Context: an optimization exercise on an open-source flow, tuned for small area, a short achievable clock period and few clock cycles. The choices shown serve that exercise and are no tape-out recipe. In this exercise RTL edits were held to simulation tests only and were not proved equivalent to the original. No activity file was given, so power comes from the tool's default toggle rates.

$ cat design/flow/design.v
`default_nettype none
package tpu_pkg;
    localparam int DATA_W = 8;                  
    localparam int ADDR_W = 4;                  
    localparam int ACC_W  = 2 * DATA_W + 2;     
    typedef logic signed [DATA_W-1:0] data_t;   
    typedef logic signed [ACC_W-1:0]  acc_t;    
    typedef logic        [ADDR_W-1:0] addr_t;   
    typedef enum logic [1:0] {
        LOAD_IDLE,                              
        LOAD_FILL,                              
        LOAD_DRAIN                              
    } load_state_t;
    typedef enum logic [1:0] {
        MULT_IDLE,
        MULT_ISSUE,                             
        MULT_FLUSH                              
    } mult_state_t;
endpackage
`default_nettype wire
`timescale 1ns/1ps
`default_nettype none
module row_mem #(
    parameter int ARR_N = 4
) (
    input  logic                             clk,
    input  logic                             wr_en,
    input  tpu_pkg::addr_t                   wr_addr,
    input  tpu_pkg::data_t [ARR_N-1:0]       wr_data,
    input  logic                             rd_en,
    input  tpu_pkg::addr_t                   rd_addr,
    output tpu_pkg::data_t [ARR_N-1:0]       rd_data
);
    localparam int DEPTH = 2 ** tpu_pkg::ADDR_W;
    tpu_pkg::data_t [ARR_N-1:0] mem [DEPTH];     
    always_ff @(posedge clk) begin
        if (wr_en) begin
            mem[wr_addr] <= wr_data;             
        end
    end
    always_ff @(posedge clk) begin
        if (rd_en) begin
            rd_data <= mem[rd_addr];
        end
    end
endmodule
`default_nettype wire
`timescale 1ns/1ps
`default_nettype none
module weight_fifo #(
    parameter int ARR_N = 4
) (
    input  logic                       clk,
    input  logic                       rst_n,
    input  logic                       push,
    input  logic                       pop,
    input  tpu_pkg::data_t [ARR_N-1:0] din,
    output tpu_pkg::data_t [ARR_N-1:0] dout
);
    tpu_pkg::data_t [ARR_N-1:0] stage [ARR_N];
    always_ff @(posedge clk) begin
        if (!rst_n) begin
            for (int i = 0; i < ARR_N; i++) begin
                stage[i] <= '0;                  
            end
        end else if (push || pop) begin
            stage[0] <= push ? din : '0;         
            for (int i = 1; i < ARR_N; i++) begin
                stage[i] <= stage[i-1];          
            end
        end
    end
    assign dout = stage[ARR_N-1];                
endmodule
`default_nettype wire
`timescale 1ns/1ps
`default_nettype none
module weight_load_ctrl #(
    parameter int ARR_N = 4
) (
    input  logic           clk,
    input  logic           rst_n,
    input  logic           fill_fifo,
    input  logic           drain_fifo,
    input  tpu_pkg::addr_t w_base,
    input  logic           mult_busy,
    output logic           w_rd_en,
    output tpu_pkg::addr_t w_rd_addr,
    output logic           fifo_push,
    output logic           fifo_pop,
    output logic           w_shift,
    output logic           fill_done,
    output logic           drain_done,
    output logic           load_busy
);
    localparam int CNT_W = $clog2(ARR_N + 2);    
    tpu_pkg::load_state_t state;
    logic [CNT_W-1:0]     cnt;                   
    tpu_pkg::addr_t       base_q;                
    logic                 accept_ok;
    assign accept_ok = (state == tpu_pkg::LOAD_IDLE) && !mult_busy;
    always_ff @(posedge clk) begin
        if (accept_ok && fill_fifo) begin
            base_q <= w_base;
        end
    end
    always_ff @(posedge clk) begin
        if (!rst_n) begin
            state      <= tpu_pkg::LOAD_IDLE;
            cnt        <= '0;
            fill_done  <= 1'b0;
            drain_done <= 1'b0;
        end else begin
            fill_done  <= 1'b0;                  
            drain_done <= 1'b0;
            case (state)
                tpu_pkg::LOAD_IDLE: begin
                    cnt <= '0;
                    if (accept_ok && fill_fifo) begin
                        state <= tpu_pkg::LOAD_FILL;
                    end else if (accept_ok && drain_fifo) begin
                        state <= tpu_pkg::LOAD_DRAIN;
                    end
                end
                tpu_pkg::LOAD_FILL: begin
                    cnt <= cnt + 1'b1;
                    if (cnt == CNT_W'(ARR_N + 1)) begin   
                        state     <= tpu_pkg::LOAD_IDLE;
                        fill_done <= 1'b1;
                    end
                end
                tpu_pkg::LOAD_DRAIN: begin
                    cnt <= cnt + 1'b1;
                    if (cnt == CNT_W'(ARR_N)) begin       
                        state      <= tpu_pkg::LOAD_IDLE;
                        drain_done <= 1'b1;
                    end
                end
                default: state <= tpu_pkg::LOAD_IDLE;
            endcase
        end
    end
    assign w_rd_en   = (state == tpu_pkg::LOAD_FILL) && (cnt < CNT_W'(ARR_N));
    assign w_rd_addr = base_q + tpu_pkg::addr_t'(cnt);
    assign fifo_push = (state == tpu_pkg::LOAD_FILL) && (cnt != '0)
                       && (cnt <= CNT_W'(ARR_N));
    assign w_shift   = (state == tpu_pkg::LOAD_DRAIN) && (cnt < CNT_W'(ARR_N));
    assign fifo_pop  = w_shift;                  
    assign load_busy = (state != tpu_pkg::LOAD_IDLE);
endmodule
`default_nettype wire
`timescale 1ns/1ps
`default_nettype none
module sys_arr #(
    parameter int ARR_N = 4
) (
    input  logic                       clk,
    input  logic                       rst_n,
    input  logic                       w_shift,
    input  tpu_pkg::data_t [ARR_N-1:0] w_in,
    input  logic                       a_valid,
    input  tpu_pkg::data_t [ARR_N-1:0] a_in,
    output logic                       res_valid,
    output tpu_pkg::acc_t  [ARR_N-1:0] res
);
    localparam int LAT = 2 * ARR_N - 1;          
    tpu_pkg::data_t [ARR_N-1:0] a_gate;          
    tpu_pkg::data_t [ARR_N-1:0] a_skew;          
    tpu_pkg::data_t [ARR_N-1:0] wt [ARR_N];      
    tpu_pkg::data_t             a_r [ARR_N][ARR_N-1];   
    tpu_pkg::acc_t              ps  [ARR_N][ARR_N];     
    logic [LAT-1:0]             vld_q;
    assign a_gate = a_valid ? a_in : '0;
    for (genvar k = 0; k < ARR_N; k++) begin : g_skew
        if (k == 0) begin : g_direct
            assign a_skew[0] = a_gate[0];
        end else begin : g_delay
            tpu_pkg::data_t dly [k];
            always_ff @(posedge clk) begin
                dly[0] <= a_gate[k];
                for (int s = 1; s < k; s++) begin
                    dly[s] <= dly[s-1];
                end
            end
            assign a_skew[k] = dly[k-1];
        end
    end
    always_ff @(posedge clk) begin
        if (!rst_n) begin
            for (int k = 0; k < ARR_N; k++) begin
                wt[k] <= '0;
            end
        end else if (w_shift) begin
            wt[ARR_N-1] <= w_in;
            for (int k = 0; k < ARR_N - 1; k++) begin
                wt[k] <= wt[k+1];
            end
        end
    end
    for (genvar k = 0; k < ARR_N; k++) begin : g_row
        for (genvar j = 0; j < ARR_N; j++) begin : g_col
            tpu_pkg::data_t a_h;                 
            tpu_pkg::acc_t  p_in;                
            tpu_pkg::acc_t  prod;                
            if (j == 0) begin : g_a_edge
                assign a_h = a_skew[k];
            end else begin : g_a_pass
                assign a_h = a_r[k][j-1];
            end
            if (k == 0) begin : g_p_edge
                assign p_in = '0;
            end else begin : g_p_pass
                assign p_in = ps[k-1][j];
            end
            assign prod = a_h * $signed(wt[k][j]);   
            always_ff @(posedge clk) begin
                ps[k][j] <= p_in + prod;
            end
            if (j < ARR_N - 1) begin : g_a_reg
                always_ff @(posedge clk) begin
                    a_r[k][j] <= a_h;            
                end
            end
        end
    end
    for (genvar j = 0; j < ARR_N; j++) begin : g_deskew
        if (j == ARR_N - 1) begin : g_direct
            assign res[j] = ps[ARR_N-1][j];      
        end else begin : g_delay
            tpu_pkg::acc_t dly [ARR_N-1-j];
            always_ff @(posedge clk) begin
                dly[0] <= ps[ARR_N-1][j];
                for (int s = 1; s < ARR_N - 1 - j; s++) begin
                    dly[s] <= dly[s-1];
                end
            end
            assign res[j] = dly[ARR_N-2-j];
        end
    end
    always_ff @(posedge clk) begin
        if (!rst_n) begin
            vld_q <= '0;
        end else begin
            vld_q <= {vld_q[LAT-2:0], a_valid};  
        end
    end
    assign res_valid = vld_q[LAT-1];
endmodule
`default_nettype wire
`timescale 1ns/1ps
`default_nettype none
module mult_ctrl (
    input  logic           clk,
    input  logic           rst_n,
    input  logic           start,
    input  tpu_pkg::addr_t in_base,
    input  tpu_pkg::addr_t m_rows,               
    input  logic           load_busy,
    input  logic           res_valid,
    output logic           in_rd_en,
    output tpu_pkg::addr_t in_rd_addr,
    output logic           a_valid,
    output logic           busy,
    output logic           done
);
    tpu_pkg::mult_state_t state;
    tpu_pkg::addr_t       rd_cnt;                
    tpu_pkg::addr_t       ret_cnt;               
    tpu_pkg::addr_t       base_q;
    tpu_pkg::addr_t       last_q;                
    logic                 accept;
    assign busy   = (state != tpu_pkg::MULT_IDLE) || done;
    assign accept = start && !busy && !load_busy;
    always_ff @(posedge clk) begin
        if (accept) begin
            base_q <= in_base;
            last_q <= m_rows - 1'b1;
        end
    end
    always_ff @(posedge clk) begin
        if (!rst_n) begin
            state   <= tpu_pkg::MULT_IDLE;
            rd_cnt  <= '0;
            ret_cnt <= '0;
            done    <= 1'b0;
        end else begin
            done <= 1'b0;
            case (state)
                tpu_pkg::MULT_IDLE: begin
                    if (accept) begin
                        state   <= tpu_pkg::MULT_ISSUE;
                        rd_cnt  <= '0;
                        ret_cnt <= '0;
                    end
                end
                tpu_pkg::MULT_ISSUE: begin
                    rd_cnt <= rd_cnt + 1'b1;
                    if (rd_cnt == last_q) begin
                        state <= tpu_pkg::MULT_FLUSH;
                    end
                end
                tpu_pkg::MULT_FLUSH: begin
                    if (res_valid && ret_cnt == last_q) begin   
                        state <= tpu_pkg::MULT_IDLE;
                        done  <= 1'b1;
                    end
                end
                default: state <= tpu_pkg::MULT_IDLE;
            endcase
            if (state != tpu_pkg::MULT_IDLE && res_valid) begin
                ret_cnt <= ret_cnt + 1'b1;
            end
        end
    end
    always_ff @(posedge clk) begin
        if (!rst_n) begin
            a_valid <= 1'b0;
        end else begin
            a_valid <= in_rd_en;                 
        end
    end
    assign in_rd_en   = (state == tpu_pkg::MULT_ISSUE);
    assign in_rd_addr = base_q + rd_cnt;
endmodule
`default_nettype wire
`timescale 1ns/1ps
`default_nettype none
module relu_out_mem #(
    parameter int ARR_N = 4
) (
    input  logic                      clk,
    input  logic                      rst_n,
    input  logic                      start,     
    input  tpu_pkg::addr_t            out_base,
    input  logic                      res_valid,
    input  tpu_pkg::acc_t [ARR_N-1:0] res,
    input  tpu_pkg::addr_t            rd_addr,
    output tpu_pkg::acc_t [ARR_N-1:0] rd_data
);
    localparam int DEPTH = 2 ** tpu_pkg::ADDR_W;
    tpu_pkg::acc_t [ARR_N-1:0] mem [DEPTH];
    tpu_pkg::acc_t [ARR_N-1:0] clamped;
    tpu_pkg::addr_t            base_q;
    tpu_pkg::addr_t            wr_cnt;           
    tpu_pkg::addr_t            wr_addr;          
    assign wr_addr = base_q + wr_cnt;
    always_ff @(posedge clk) begin
        if (!rst_n) begin
            base_q <= '0;
            wr_cnt <= '0;
        end else if (start) begin
            base_q <= out_base;
            wr_cnt <= '0;
        end else if (res_valid) begin
            wr_cnt <= wr_cnt + 1'b1;
        end
    end
    always_comb begin
        for (int j = 0; j < ARR_N; j++) begin
            clamped[j] = ($signed(res[j]) < 0) ? '0 : res[j];
        end
    end
    always_ff @(posedge clk) begin
        if (res_valid) begin
            mem[wr_addr] <= clamped;            
        end
        rd_data <= mem[rd_addr];                 
    end
endmodule
`default_nettype wire
`timescale 1ns/1ps
`default_nettype none
module tpu_top #(
    parameter int ARR_N = 4
) (
    input  logic                       clk,
    input  logic                       rst_n,
    input  logic                       in_wr_en,
    input  tpu_pkg::addr_t             in_wr_addr,
    input  tpu_pkg::data_t [ARR_N-1:0] in_wr_data,
    input  logic                       w_wr_en,
    input  tpu_pkg::addr_t             w_wr_addr,
    input  tpu_pkg::data_t [ARR_N-1:0] w_wr_data,
    input  logic                       fill_fifo,
    input  logic                       drain_fifo,
    input  tpu_pkg::addr_t             w_base,
    input  logic                       start,
    input  tpu_pkg::addr_t             in_base,
    input  tpu_pkg::addr_t             out_base,
    input  tpu_pkg::addr_t             m_rows,
    input  tpu_pkg::addr_t             out_rd_addr,
    output tpu_pkg::acc_t  [ARR_N-1:0] out_rd_data,
    output logic                       fill_done,
    output logic                       drain_done,
    output logic                       busy,
    output logic                       done
);
    logic                       w_rd_en, in_rd_en;
    tpu_pkg::addr_t             w_rd_addr, in_rd_addr;
    tpu_pkg::data_t [ARR_N-1:0] w_rd_data, in_rd_data;
    tpu_pkg::data_t [ARR_N-1:0] fifo_dout;
    logic                       fifo_push, fifo_pop, w_shift, load_busy;
    logic                       a_valid, res_valid, start_acc;
    tpu_pkg::acc_t  [ARR_N-1:0] res;
    assign start_acc = start && !busy && !load_busy;
    row_mem #(.ARR_N(ARR_N)) in_mem (
        .clk(clk), .wr_en(in_wr_en), .wr_addr(in_wr_addr), .wr_data(in_wr_data),
        .rd_en(in_rd_en), .rd_addr(in_rd_addr), .rd_data(in_rd_data)
    );
    row_mem #(.ARR_N(ARR_N)) w_mem (
        .clk(clk), .wr_en(w_wr_en), .wr_addr(w_wr_addr), .wr_data(w_wr_data),
        .rd_en(w_rd_en), .rd_addr(w_rd_addr), .rd_data(w_rd_data)
    );
    weight_load_ctrl #(.ARR_N(ARR_N)) u_load (
        .clk(clk), .rst_n(rst_n), .fill_fifo(fill_fifo), .drain_fifo(drain_fifo),
        .w_base(w_base), .mult_busy(busy), .w_rd_en(w_rd_en), .w_rd_addr(w_rd_addr),
        .fifo_push(fifo_push), .fifo_pop(fifo_pop), .w_shift(w_shift),
        .fill_done(fill_done), .drain_done(drain_done), .load_busy(load_busy)
    );
    weight_fifo #(.ARR_N(ARR_N)) u_fifo (
        .clk(clk), .rst_n(rst_n), .push(fifo_push), .pop(fifo_pop),
        .din(w_rd_data), .dout(fifo_dout)
    );
    mult_ctrl u_mult (
        .clk(clk), .rst_n(rst_n), .start(start), .in_base(in_base), .m_rows(m_rows),
        .load_busy(load_busy), .res_valid(res_valid), .in_rd_en(in_rd_en),
        .in_rd_addr(in_rd_addr), .a_valid(a_valid), .busy(busy), .done(done)
    );
    sys_arr #(.ARR_N(ARR_N)) u_arr (
        .clk(clk), .rst_n(rst_n), .w_shift(w_shift), .w_in(fifo_dout),
        .a_valid(a_valid), .a_in(in_rd_data), .res_valid(res_valid), .res(res)
    );
    relu_out_mem #(.ARR_N(ARR_N)) u_out (
        .clk(clk), .rst_n(rst_n), .start(start_acc), .out_base(out_base),
        .res_valid(res_valid), .res(res), .rd_addr(out_rd_addr), .rd_data(out_rd_data)
    );
endmodule
`default_nettype wire
$ cat design/flow/run.sh
#!/bin/bash
# synth_recipe.tcl (not shown) runs the flow's synth.tcl, then flattens the netlist and writes it again
# the make line also repeats each setting of config.mk as NAME=value (left out here)
make -C /OpenROAD-flow-scripts/flow DESIGN_CONFIG=/design/flow/config.mk WORK_HOME=/design/flow/orfs CLKGATE_MAP_FILE= SYNTH_SCRIPT=/design/flow/synth_recipe.tcl finish
$ cat design/flow/config.mk
export PLATFORM = sky130hd
export DESIGN_NAME = tpu_top
export DESIGN_NICKNAME = tpu_top
export VERILOG_FILES = /design/flow/design.v
export SDC_FILE = /design/flow/constraint.sdc
export NUM_CORES = 4
export LEC_CHECK = 0
export CAP_MARGIN = 20
export CORE_MARGIN = 2
export CORE_UTILIZATION = 40
export SLEW_MARGIN = 20
$ cat design/flow/constraint.sdc
create_clock -name core_clock -period 7.0 [get_ports {clk}]
set_input_delay 1.4000 -clock core_clock [delete_from_list [all_inputs] [get_ports {clk}]]
set_output_delay 1.4000 -clock core_clock [all_outputs]
set_load 0.01 [all_outputs]
==> impl_metrics.env <==
export IMPL_status="complete, no violations"
export IMPL_ios=175
export IMPL_synth_edf_count=2188
export IMPL_finalWeightedCongestion=0.848
export IMPL_ant_nets=0
export IMPL_critPathMaxFanout=10
export IMPL_antenna_found_initial=19
export IMPL_synthCells=10836
export IMPL_worst_slew_pin_slew_ps=1120
export IMPL_dpl_hpwl_um=220000
export IMPL_crit_path_end_kind="flip-flop"
export IMPL_cts_max_path_buffers=4
export IMPL_reg2reg_depth=23
export IMPL_cp_arrival_ps=6700
export IMPL_synth_distinct_cells=72
export IMPL_finClkSkew_ps=73.3
export IMPL_relSlewSlack_pct=25.4
export IMPL_drt_iter0_markers=6004
export IMPL_yosysMostFrequentCell="edfxtp_1"
export IMPL_grt_use_total_pct=17.6
export IMPL_final_max_slew_viol_count=0
export IMPL_grt_pass1_vias=88978
export IMPL_viasPerCell=5.13
export IMPL_async_reset_ff_share_pct=0
export IMPL_cts_root_buf="clkbuf_16"
export IMPL_fin_crit_ps=5940
export IMPL_cp_slowest_cell="fa_1"
export IMPL_timing_hold_ws_ps=296
export IMPL_cts_tree="done"
export IMPL_numCtsBuffers=326
export IMPL_worstHoldPathType="reg -> reg"
export IMPL_layout_drive_gt1_share_pct=11.6
export IMPL_io_buffers=170
export IMPL_grt_max_degree=133
export IMPL_crit_buf_inv=4
export IMPL_synthFlopType="edfxtp_1"
export IMPL_synth_area_leaders="edfxtp_1 43%, fa_1 12%, dfxtp_1 12%, mux4_2 9.2%, ha_1 5.6%"
export IMPL_ctsHoldBuffers=0
export IMPL_clock_sinks=3078
export IMPL_rsz0062_at_grt="false"
export IMPL_die_w_um=623
export IMPL_layout_setup_ws_ps=1060
export IMPL_synth_top_area_share_pct=42.9
export IMPL_grt_pass1_wl_um=530000
export IMPL_core_area_mm2=0.382
export IMPL_syn2layout_area_growth_pct=12.4
export IMPL_p_per_area_mw_per_mm2=248
export IMPL_ys_ff_latch=3078
export IMPL_synth_area_per_cell_um2=14.1
export IMPL_post_cts_setup_buffers=0
export IMPL_htreeDepth=5
export IMPL_slowest_delay_ps=540
export IMPL_postCtsResizedCells=0
export IMPL_path_class="reg -> reg"
export IMPL_rows=227
export IMPL_clock_latency_ps=940
export IMPL_ff_latch_area_mm2=0.0835
export IMPL_drc_errors=0
export IMPL_hold_path_depth=0
export IMPL_timing_fmax_mhz=168
export IMPL_drt_wl_total_um=342000
export IMPL_syn_area_mm2=0.153
export IMPL_p_leak_nw=67.2
export IMPL_period_share_pct=84.9
export IMPL_start_util_pct=40.1
export IMPL_synth_common_cells="2188 x edfxtp_1, 1351 x inv_1, 920 x nand2_1"
export IMPL_critical_path_cell_chain="and2_1, fa_1, inv_1, fa_1, inv_1, fa_1, inv_1, fa_1, inv_1, ha_1, nand2_1, o21ai_1, o41ai_1, o21ba_2, xnor2_1, ha_1, nor2b_1, o21ai_0, o211ai_1, o41ai_1, o21ai_0, xnor2_1, xnor2_1"
export IMPL_first_pass_iters=5
export IMPL_post_place_ws_ps=1100
export IMPL_die_h_um=623
export IMPL_cp_required_ps=7760
export IMPL_path_delay_family="adder cells"
export IMPL_final_nets=12771
export IMPL_cp_depth=23
export IMPL_seq_area_frac_synth_pct=54.5
export IMPL_dieArea_mm2=0.388
export IMPL_num_vias=84139
export IMPL_multiInputGateArea_mm2=0.0638
export IMPL_critPathLaunchType="flip-flop"
export IMPL_grt_overflow=0
export IMPL_yosysWarnings=16
export IMPL_setup_viol=0
export IMPL_fillers=33699
export IMPL_finalHoldViolations=0
export IMPL_peakVddDrop_v=0.000393
export IMPL_wl_per_cell_um=20.8
export IMPL_yosysTopAreaCell="edfxtp_1"
export IMPL_cap_violations=0
export IMPL_fin_setup_tns_ps=0
export IMPL_clk_pin_slew_ps=60
cell type report:
type                       instances  share of cell area (%)
tap                             5038                    3.66
antenna                            8                  0.0116
sequential                      3078                    48.5
multi-input combinational       6069                    37.0
clock inverter                   170                    1.17
timing repair buffer             267                    1.52
inverter                        1351                    2.95
clock buffer                     430                    5.14
sequential cells by signal (all words and copies together), names as in the netlist, 2 cells and up:
| name | count |
|---|---|
| in_mem.mem | 512 |
| in_mem.rd_data | 32 |
| u_arr.a_r | 96 |
| u_arr.g_deskew.g_delay.dly | 108 |
| u_arr.g_skew.g_delay.dly | 48 |
| u_arr.ps | 280 |
| u_arr.vld_q | 7 |
| u_arr.wt | 128 |
| u_fifo.stage | 128 |
| u_load.base_q | 4 |
| u_load.cnt | 3 |
| u_load.state | 2 |
| u_mult.base_q | 4 |
| u_mult.last_q | 4 |
| u_mult.rd_cnt | 4 |
| u_mult.ret_cnt | 4 |
| u_mult.state | 2 |
| u_out.base_q | 4 |
| u_out.mem | 1088 |
| u_out.rd_data | 68 |
| u_out.wr_cnt | 4 |
| w_mem.mem | 512 |
| w_mem.rd_data | 32 |
where the power goes:
part	leakage, nW	internal (mW)	switching (mW)
registers	27.7	20.0	0.432
clock network	5.24	10.0	7.36
logic	34.3	2.31	2.70
total	67.2	32.3	10.5
kinds of logic (layout without fill, tap and decap cells):
family	count (synthesis)	in the layout	share of synthesized area, %
simple gates	2292	2292	7.37
mux	633	633	9.26
buf+inv	1692	2218	4.19
other cells	1	12	0.00245
fa+ha+maj	1579	1579	17.3
flops	3078	3078	54.5
xor+xnor	464	464	2.65
compound gates	1097	1097	4.73
layout by cell type, fill, tap and decap left out, types with 53 or more instances in the layout:
cell and instances:
edfxtp_1 2188, inv_1 1351, nand2_1 919, fa_1 893, dfxtp_1 889, and2_1 697, ha_1 682, mux4_2 628
xnor2_1 357, clkbuf_16 328, a21boi_0 273, a21oi_1 270, nor2_1 215, clkdlybuf4s50_1 165, o21ai_0 152, a21o_1 120
xor2_1 102, nand2b_1 88, nor2b_1 84, buf_4 84, clkbuf_1 75, nand3_1 68, o21bai_1 62, and3_1 53
worst paths after layout:
kind / startpoint / endpoint / slack, ps
worst max-delay path: u_arr.wt[3][11]$_SDFFE_PN0P_ / u_arr.ps[13][17]$_DFF_P_ / 1060
worst min-delay path: u_arr.ps[14][17]$_DFF_P_ / u_arr.g_deskew[2].g_delay.dly[0][17]$_DFF_P_ / 300
worst max register to register: u_arr.wt[3][11]$_SDFFE_PN0P_ / u_arr.ps[13][17]$_DFF_P_ / 1060
worst min register to register: u_arr.ps[14][17]$_DFF_P_ / u_arr.g_deskew[2].g_delay.dly[0][17]$_DFF_P_ / 300
stage by stage:
step | instances | area (µm²) | util (%) | total power, mW
finish | 16411 | 172000 | 45.1 | 42.8
global route | 16404 | 172000 | 45.1 | 44.3
CTS | 16403 | 172000 | 45.1 | 43.3
detailed placement | 15803 | 161000 | 42.2 | 25.9
global placement | 15803 | 161000 | 42.2 | 25.9
floorplan | 10839 | 153000 | - | 24.2
per-layer routing:
metal / part of all wire, % / GRT usage, % / vias to the layer above
met5: 0.048 / 0 / -
met4: 2.0 / 3.90 / 24
met3: 5.0 / 2.28 / 454
met2: 48 / 29.4 / 1883
met1: 45 / 24.5 / 43545
li1: - / - / 38233
worst reg2reg max path: stages, from the launching register on:
cell and delay (ps):
dfxtp_1 410, and2_1 210, fa_1 520, inv_1 60, fa_1 540, inv_1 50
fa_1 470, inv_1 50, fa_1 470, inv_1 40, ha_1 310, nand2_1 80
o21ai_1 110, o41ai_1 370, o21ba_2 190, xnor2_1 110, ha_1 290, nor2b_1 150
o21ai_0 200, o211ai_1 170, o41ai_1 480, o21ai_0 220, xnor2_1 180, xnor2_1 130
Testbench counts, summed over its fixed seeds: cycles 34,714.

==> re-timing with driven ports <==
Ports are ideal in the flow. The routed layout listed here was re-timed in OpenROAD. Step 1, drivers: a clkbuf_16 drives clk and a buf_2 each remaining input, both assumed. Step 2 moves the port delays by t, midway between the first and last clock arrival at a register: inputs arrive t later, outputs are due t later. That takes back most of the time a late clock gives input paths. Three values: no drivers, after step 1, after step 2; two values: the first two.
t, ns: 1.001
slack for setup (ns): 1.060 / 1.060 / 1.060
worst hold slack (ns): 0.296 / 0.296 / 0.296
clock arrival spread, ns: 0.078 / 0.078
cell pins on the clock port's net: 1
After both steps this run still meets setup and hold. For this run, drivers alone change the setup slack by 0.000 ns; drivers and shift together by 0.000 ns.
